Source: an optimization exercise on an open RTL-to-GDS flow (aim: small area, a short achievable clock period and few clock cycles). Production flows keep margins and buffers that such runs may drop. Function was checked by simulation only, so behaviour that the tests miss may differ from the original. Power figures rest on the tool's default switching activity, not on a simulated workload.

## run 1
Design ex_stage, start of the top module:
module ex_stage #(
    parameter int XLEN = 64,
    parameter int MD_W = 32
) (
    input  logic            clk,
    input  logic            reset,
    input  logic            Ex_valid_in,
    input  logic [1:0]      Ex_op_in,
    input  logic [2:0]      Ex_op2_in,
    input  logic [5:0]      Ex_op3_in,
    input  logic [4:0]      Ex_regD_in,
    input  logic [XLEN-1:0] Ex_rs1_in,
    input  logic [XLEN-1:0] Ex_rs2_in,
    input  logic [31:0]     Ex_valD_in,
    input  logic            mem_ready,
    output logic            ex_ready,
    output logic [XLEN-1:0] Ex_alures_out,
    output logic [4:0]      Ex_regD_out,
    output logic [1:0]      Ex_op_out,
    output logic [2:0]      Ex_op2_out,
    output logic [5:0]      Ex_op3_out,
    output logic [31:0]     Ex_valD_out,
    output logic            Ex_divzero_out
);
make LEC_CHECK=0 CAP_MARGIN=0 CORE_MARGIN=2 CORE_UTILIZATION=50 PLACE_DENSITY=0.7 SETUP_SLACK_MARGIN=2.0 SLEW_MARGIN=0 finish   # period 5.7 ns
run.sh (not shown) runs the stock make flow with config.mk's settings and CLKGATE_MAP_FILE= SYNTH_SCRIPT=/design/flow/synth_recipe.tcl, a recipe that flattens the netlist after the stock synthesis.
Completing all stages was not enough for run 1: its layout failed the final checks because of capacitance limit, slew limit.
Testbench counts of run 1, summed over its fixed seeds: cycles 24,332.
diff inputs: run 1 => run 2
# run 1
export LEC_CHECK = 0
export CAP_MARGIN = 0
export CORE_MARGIN = 2
export CORE_UTILIZATION = 50
export PLACE_DENSITY = 0.7
export SETUP_SLACK_MARGIN = 2.0
export SLEW_MARGIN = 0
create_clock -name core_clock -period 5.7 [get_ports {clk}]
# run 2
export LEC_CHECK = 0
export CAP_MARGIN = 0
export CORE_MARGIN = 2
export CORE_UTILIZATION = 60
export PLACE_DENSITY = 0.75
export SETUP_SLACK_MARGIN = 2.0
export SLEW_MARGIN = 0
create_clock -name core_clock -period 5.7 [get_ports {clk}]
[summary]
- The log for run 2 ends in global routing (5_1_grt) with error GRT-0232, so the run never completed.
- Taking run 1 as the reference, in run 2 x dimension of the die went down; synthesized area about even.
- On pre-CTS worst setup slack: run 2 sits below run 1.
- Run 2 -> run 1: number of hold-repair buffers added at the cts stage delta 0, exact match
## Diff of input files: run 3 against run 2
# run 2
export LEC_CHECK = 0
export CAP_MARGIN = 0
export CORE_MARGIN = 2
export CORE_UTILIZATION = 60
export PLACE_DENSITY = 0.75
export SETUP_SLACK_MARGIN = 2.0
export SLEW_MARGIN = 0
create_clock -name core_clock -period 5.7 [get_ports {clk}]
# run 3
export LEC_CHECK = 0
export CAP_MARGIN = 20
export CORE_MARGIN = 2
export CORE_UTILIZATION = 40
export PLACE_DENSITY = 0.6
export SETUP_SLACK_MARGIN = 2.0
export SLEW_MARGIN = 20
create_clock -name core_clock -period 5.7 [get_ports {clk}]
--- outcome ---
Number of placed cells counting well taps grows by a little under 10% when moving from run 2 to run 3. Placer congestion estimate in run 3 vs run 2: down 0.099. On number of post-CTS setup repair buffers, the lower figure sits with run 2, not run 3. Run 3 ran to completion and came out clean on the timing, DRC and antenna checks. Run 2: it failed with a tool error in global routing (5_1_grt), so there are no final results.


ex_stage, a different RTL version from the one above (not shown whole).
Size: roughly 5800 cells after synthesis, about 390 flip-flops, ~290 I/O pins, roughly 46000 um^2 of cells after synthesis.
clock: 5.7 ns
lec_check: 0
abc_clock_period_in_ps: 3500
cap_margin: 20
core_margin: 2
core_utilization: 40
place_density: 0.6
setup_slack_margin: 2.0
slew_margin: 20
The baseline completed with no timing, DRC or antenna violations.
Testbench counts at the start, summed over its fixed seeds: cycles 24,589.
==> next run, changes <==
--- a/flow/config.mk
+++ b/flow/config.mk
@@ -8 +7,0 @@
-export ABC_CLOCK_PERIOD_IN_PS = 3500
@@ -13 +12 @@
-export SETUP_SLACK_MARGIN = 2.0
+export SETUP_SLACK_MARGIN = 0.2
Setup slack is worse by 790 ps.
Global-route usage shrinks by 3.5 points.
Total power fell by 12%.

-- separate check: timing with driven ports --
The results above use ideal ports. As a check the final layouts listed here were re-extracted and re-timed, cells and wires unchanged.
Step 1 (the two cells are an assumption about what drives the block):
set clk [get_ports {clk}]
set_driving_cell -lib_cell sky130_fd_sc_hd__clkbuf_16 $clk
set_driving_cell -lib_cell sky130_fd_sc_hd__buf_2 [delete_from_list [all_inputs] $clk]
Step 2 adds t to the input delays and takes it off the output delays; t is the mean of the earliest and latest rising clock arrival at the registers after step 1. Input paths then give back, and output paths get back, about the clock's delay inside the block.
Slacks: ideal ports / drivers / drivers and shift; pairs: ideal ports / drivers.
run | t, ns | setup WS [ns] | latest minus earliest clock arrival (ns)
run 1 | 0.715 | 1.833 / 1.833 / 1.233 | 0.054 / 0.054
run 3 | 0.769 | 1.720 / 1.720 / 1.105 | 0.053 / 0.054
the first run of note 2 | 0.751 | 1.353 / 1.395 / 0.644 | 0.036 / 0.036
the second run of note 2 | 0.756 | 0.560 / 0.560 / 0.065 | 0.041 / 0.040
The setup slack of the first run of note 2, which loses most, moves by +0.042 ns with the drivers and by -0.709 ns with both steps.
